From an optimization exercise on the open Yosys and OpenROAD flow, aimed at small area; shortcuts taken in it are not production practice. The RTL was checked by simulation tests, not by an equivalence proof against the original design. Power is estimated from default activity; no workload was simulated.

Design jesd204_tx_src_fifo, start of the top module:
module jesd204_tx_src_fifo #(
   parameter int unsigned LANES  = 4,
   parameter int unsigned DEPTH  = 16,
   parameter int unsigned THRESH = 8
) (
   input  logic                       CLK,
   input  logic                       RST_n,
   input  logic                       S_VALID,
   output logic                       S_READY,
   input  jesd204_tx_pkg::lane_word_t [LANES-1:0]     S_DATA,
   input  logic                       RDY,
   output jesd204_tx_pkg::lane_word_t [LANES-1:0]     DI,
   output logic [$clog2(DEPTH):0]     LEVEL,
   output logic                       UNDERFLOW,
   input  logic                       CLR_ERR
);
Size: ~3300 cells after synthesis, about 1200 flip-flops, about 270 I/O pins, ~42000 um^2 of cells after synthesis.
Settings: LEC_CHECK=0, CAP_MARGIN=0, CORE_MARGIN=2, CORE_UTILIZATION=60, SLEW_MARGIN=0, SYNTH_HIERARCHICAL=1, BUFFER_PORTS_ARGS=-buffer_cell sky130_fd_sc_hd__buf_1, CTS_ARGS=-sink_clustering_enable -repair_clock_nets -dont_use_dummy_load -buf_list sky130_fd_sc_hd__clkbuf_16 -sink_clustering_size 28 -sink_clustering_max_diameter 75; clock period 5.0 ns.
standard.sh (not shown) runs the stock make flow with config.mk's settings and CLKGATE_MAP_FILE= SYNTH_SCRIPT=/design/flow/synth_recipe.tcl, a recipe that flattens the netlist after the stock synthesis.
==> flow/flow/run.sh <==
#!/bin/bash
# Own layout flow: the standard flow (standard.sh, unchanged synthesis) with two
# placement/CTS arguments changed:
#  - port buffers use the smallest buffer cell (buf_1) instead of the tool's default pick;
#  - CTS builds its tree without dummy loads, from clkbuf_16 leaf clusters.
# Everything else, including config.mk's settings in config.mk, is the standard flow.
set -euo pipefail
here=$(pwd)
{
  echo ""
  echo "export BUFFER_PORTS_ARGS = -buffer_cell sky130_fd_sc_hd__buf_1"
  echo "export CTS_ARGS = -sink_clustering_enable -repair_clock_nets -dont_use_dummy_load -buf_list sky130_fd_sc_hd__clkbuf_16 -sink_clustering_size 28 -sink_clustering_max_diameter 75"
} >> "$here/config.mk"
bash "$here/standard.sh" > "$here/standard_flow.log" 2>&1
The baseline ran to the end with no violations.
Rerun with:
--- a/flow/config.mk
+++ b/flow/config.mk
@@ -8,5 +8,5 @@
 export CAP_MARGIN = 0
 export CORE_MARGIN = 2
-export CORE_UTILIZATION = 60
+export CORE_UTILIZATION = 50
 export SLEW_MARGIN = 0
 export SYNTH_HIERARCHICAL = 1
After rerunning: Sequential power hardly moves. Via count shrinks by 0.90%. Power goes up by about 1%. Setup slack loses 0.017 ns. Design area rose by about 0.36%. Clock power goes up by about 3%. Synthesized area stays the same.
Rerun with:
==> flow/flow/run.sh (replaced) <==
#!/bin/bash
# Own layout flow: the standard flow (standard.sh, unchanged synthesis) with two
# placement/CTS arguments changed:
#  - port buffers use the smallest buffer cell (buf_1) instead of the tool's default pick;
#  - CTS builds its tree without dummy loads, from clkbuf_8 leaf clusters.
# Everything else, including config.mk's settings in config.mk, is the standard flow.
set -euo pipefail
here=$(pwd)
{
  echo ""
  echo "export BUFFER_PORTS_ARGS = -buffer_cell sky130_fd_sc_hd__buf_1"
  echo "export CTS_ARGS = -sink_clustering_enable -repair_clock_nets -dont_use_dummy_load -buf_list sky130_fd_sc_hd__clkbuf_8 -sink_clustering_size 16 -sink_clustering_max_diameter 50"
} >> "$here/config.mk"
bash "$here/standard.sh" > "$here/standard_flow.log" 2>&1
==> flow/config.mk (replaced) <==
export PLATFORM = sky130hd
export DESIGN_NAME = jesd204_tx_src_fifo
export DESIGN_NICKNAME = jesd204_tx_src_fifo
export VERILOG_FILES = /design/flow/design.v
export SDC_FILE = /design/flow/constraint.sdc
export NUM_CORES = 4
export LEC_CHECK = 0
export CAP_MARGIN = 0
export CORE_MARGIN = 2
export CORE_UTILIZATION = 60
export SLEW_MARGIN = 0
export SYNTH_HIERARCHICAL = 1

export BUFFER_PORTS_ARGS = -buffer_cell sky130_fd_sc_hd__buf_1
export CTS_ARGS = -sink_clustering_enable -repair_clock_nets -dont_use_dummy_load -buf_list sky130_fd_sc_hd__clkbuf_8 -sink_clustering_size 16 -sink_clustering_max_diameter 50
What happened: Synthesized area is unchanged; global-route usage went up by 5.6 points; design area stays flat; cell count went down by about 1.8%; maximum frequency fell by 2.6%; critical path depth does not change; die area falls by about 16%; total power barely changes; non-clock buffer count went up by 7.

-- port drivers added, routing unchanged --
In the flow no input, the clock included, has a driving cell. The finished layouts below were timed again as built, in two steps.
Step 1, drivers: a clkbuf_16 drives CLK and a buf_2 each remaining input, both assumed.
Step 2, shift: input delay + t, output delay - t, t = (earliest + latest rising clock arrival at the registers) / 2. This alone moves slack from input paths to output paths.
a / b / c = ideal / step 1 / step 2; a / b = the first two.
run	t (ns)	setup WS [ns]	worst register clock-pin slew, ns	worst data-port slew with drivers (ns)	pins driven straight from the clock port
the first run	0.703	0.849 / 0.780 / 1.482	0.11 / 0.11	0.16	1
the second run	0.702	0.832 / 0.761 / 1.463	0.11 / 0.11	0.18	1
the third run	0.785	0.721 / 0.654 / 1.439	0.10 / 0.10	0.17	1
After both steps setup and hold are still met in every run listed.
